Source: an optimization exercise on an open RTL-to-GDS flow (aim: small area). Production flows keep margins and buffers that such runs may drop. In this exercise RTL edits were held to simulation tests only and were not proved equivalent to the original. Power figures rest on the tool's default switching activity, not on a simulated workload.

## script_lexer
module script_lexer (
  input  logic        clk,
  input  logic        rst_n,
  input  logic        in_valid,
  output logic        in_stall,
  input  logic [8:0]  in_data,    
  output logic        out_valid,
  input  logic        out_stall,
  output logic [54:0] out_data    
);
==> flow/config.mk <==
export PLATFORM = sky130hd
export DESIGN_NAME = script_lexer
export DESIGN_NICKNAME = script_lexer
export VERILOG_FILES = /design/flow/design.v
export SDC_FILE = /design/flow/constraint.sdc
export NUM_CORES = 4
export LEC_CHECK = 0
export ABC_AREA = 1
export CAP_MARGIN = 20
export CORE_MARGIN = 2
export CORE_UTILIZATION = 40
export CTS_BUF_LIST = sky130_fd_sc_hd__clkbuf_8
export GPL_TIMING_DRIVEN = 0
export PLACE_DENSITY = 0.6
export SLEW_MARGIN = 20
==> flow/constraint.sdc <==
create_clock -name core_clock -period 8.0 [get_ports {clk}]
set_input_delay 1.6000 -clock core_clock [delete_from_list [all_inputs] [get_ports {clk}]]
set_output_delay 1.6000 -clock core_clock [all_outputs]
set_load 0.01 [all_outputs]
standard.sh (not shown) runs the stock make flow with config.mk's settings and CLKGATE_MAP_FILE= SYNTH_SCRIPT=/design/flow/synth_recipe.tcl, a recipe that flattens the netlist after the stock synthesis.
==> flow/flow/run.sh <==
#!/bin/bash
# The standard layout (standard.sh), with two changes to how it is made:
#  - synthesis maps the logic with the area-oriented ABC script in flow/abc_area.script
#    (a copy of ORFS's scripts folder is used, with only that file replaced);
#  - port buffering uses the smallest buffer, sky130_fd_sc_hd__buf_1.
# Every tool's output goes to the ORFS logs under orfs/logs, and the make output to standard.log.
set -euo pipefail
rm -rf scripts
cp -r "$FLOW_HOME/scripts" scripts
cp flow/abc_area.script scripts/abc_area.script
export SCRIPTS_DIR="$PWD/scripts"
export BUFFER_PORTS_ARGS="-buffer_cell sky130_fd_sc_hd__buf_1"
export SYNTH_INSBUF=0
bash standard.sh > standard.log 2>&1
==> flow/flow/abc_area.script <==
&get -n
&st
&deepsyn -J 200 -T 240
&dch -f
&nf -p -R 1000 -F 16 -A 8 -C 32
&put
topo
stime -c
Change:
--- a/flow/config.mk
+++ b/flow/config.mk
@@ -12,3 +12,2 @@
 export CTS_BUF_LIST = sky130_fd_sc_hd__clkbuf_8
-export GPL_TIMING_DRIVEN = 0
 export PLACE_DENSITY = 0.6
After rerunning: Core utilization grows by 0.31 points. Non-clock buffer count grows by 6. Count of clock-buffer cells in the layout does not change. Power shrinks by about 1%. Clock power shrinks by about 6%. Worst setup slack gains 0.12 ns. Wire length grows by 2.7%. Die area is unchanged. Cell area grows by 0.62%.

---

script_lexer, a different RTL version from the one above (not shown whole).
Size: ~710 cells after synthesis, about 70 I/O pins, ~4300 um^2 of cells after synthesis.
export LEC_CHECK = 0
export ABC_AREA = 1
export CAP_MARGIN = 20
export CORE_MARGIN = 2
export CORE_UTILIZATION = 40
export PLACE_DENSITY = 0.6
export SLEW_MARGIN = 20
create_clock -name core_clock -period 8.0 [get_ports {clk}]
==> flow/flow/run.sh <==
#!/bin/bash
# Standard layout, with the smallest buffer on each port and the flow's own logs kept.
set -euo pipefail
export BUFFER_PORTS_ARGS="-buffer_cell sky130_fd_sc_hd__buf_1"
bash standard.sh > standard.log 2>&1
The baseline finished clean.
Edit:
==> flow/run.sh (new file) <==
#!/bin/bash
# synth_recipe.tcl (not shown) runs the flow's synth.tcl, then flattens the netlist and writes it again
# the make line also repeats each setting of config.mk as NAME=value (left out here)
make -C /OpenROAD-flow-scripts/flow DESIGN_CONFIG=/design/flow/config.mk WORK_HOME=/design/flow/orfs CLKGATE_MAP_FILE= SYNTH_SCRIPT=/design/flow/synth_recipe.tcl finish
removed: flow/flow/run.sh
removed: flow/standard.sh
Result: The new run passed the timing, design-rule and antenna checks. Routed wire length drops by 1.7%. Cell count stays the same. Global-route usage came out lower by 0.17 points. Design area increases by 9.2%. Count of clock-buffer cells in the layout does not change. Total power rose by 11%. Worst setup slack gets worse by 0.68 ns.

---

== north ==
script_lexer, a different RTL version from the one above (not shown whole).
Size: ~420 cells after synthesis, roughly 46 flip-flops, ~70 I/O pins, roughly 3100 um2 of cells after synthesis.
Settings: LEC_CHECK=0, ABC_AREA=1, CAP_MARGIN=20, CORE_MARGIN=2, CORE_UTILIZATION=40, CTS_BUF_LIST=sky130_fd_sc_hd__clkbuf_8, PLACE_DENSITY=0.6, SLEW_MARGIN=20; clock period 8.0 ns.
==> flow/flow/run.sh <==
#!/bin/bash
# The standard layout (standard.sh), with two changes to how it is made:
#  - synthesis maps the logic with the area-oriented ABC script in flow/abc_area.script
#    (a copy of ORFS's scripts folder is used, with only that file replaced);
#  - port buffering uses the smallest buffer, sky130_fd_sc_hd__buf_1.
# Every tool's output goes to the ORFS logs under orfs/logs, and the make output to standard.log.
set -euo pipefail
rm -rf scripts
cp -r "$FLOW_HOME/scripts" scripts
cp flow/abc_area.script scripts/abc_area.script
export SCRIPTS_DIR="$PWD/scripts"
export BUFFER_PORTS_ARGS="-buffer_cell sky130_fd_sc_hd__buf_1"
bash standard.sh > standard.log 2>&1
==> flow/flow/abc_area.script <==
&get -n
&st
&deepsyn -T 60
&dch -f
&nf -p -R 1000 -F 8 -A 4
&put
topo
stime -c
north finished end to end and its layout was clean on timing, DRC and antenna.
Edits applied to the flow inputs when going from north to south:
Settings: CTS_BUF_LIST: sky130_fd_sc_hd__clkbuf_8 -> sky130_fd_sc_hd__clkbuf_16; CTS_CLUSTER_DIAMETER: unset -> 300; CTS_CLUSTER_SIZE: unset -> 64.
==> comparison <==
Result: PASS for each of north and south. Layout overhead on the synthesized area (higher): south. Summary: hold slack, south worse than north. Going from north to south, global-route usage stayed essentially flat; number of nets with antenna violations after routing stayed essentially flat; fraction of area in registers fell by 0.43 points; number of buffers inserted for hold repair after clock tree synthesis stayed essentially flat; final worst setup slack fell by 0.056 ns.

afterwards: timing with drivers on the ports:
The flow's constraints put no driver on any port. The routed layouts listed below were extracted and timed again, unchanged, in two steps. Step 1 sets driving cells, clkbuf_16 on the clock port and buf_2 on the other inputs (assumed; they add their load-dependent delay and slew). Step 2, shift: input delay + t, output delay - t, t = (earliest + latest rising clock arrival at the registers) / 2. This alone moves slack from input paths to output paths. Slacks: ideal / step 1 / step 2; pairs: ideal / step 1.
| run | shift t [ns] | setup WS [ns] | hold WS [ns] | pins driven straight from the clock port |
|---|---|---|---|---|
| the first run of note 1 | 0.328 | 0.404 / 0.411 / 0.083 | 0.369 / 0.369 / 0.369 | 1 |
| the second run of note 1 | 0.328 | 0.526 / 0.536 / 0.209 | 0.369 / 0.369 / 0.369 | 1 |
| the first run of note 2 | 0.317 | 2.099 / 2.079 / 2.079 | 0.369 / 0.369 / 0.369 | 1 |
| the second run of note 2 | 0.331 | 1.418 / 1.393 / 1.393 | 0.368 / 0.368 / 0.368 | 1 |
| north | 0.327 | 0.862 / 0.864 / 0.538 | 0.368 / 0.368 / 0.368 | 1 |
| south | 0.315 | 0.806 / 0.816 / 0.501 | 0.365 / 0.365 / 0.365 | 1 |
After both steps every run listed still meets setup and hold. For north, which loses most, drivers alone change the setup slack by +0.002 ns; drivers and shift together by -0.324 ns.
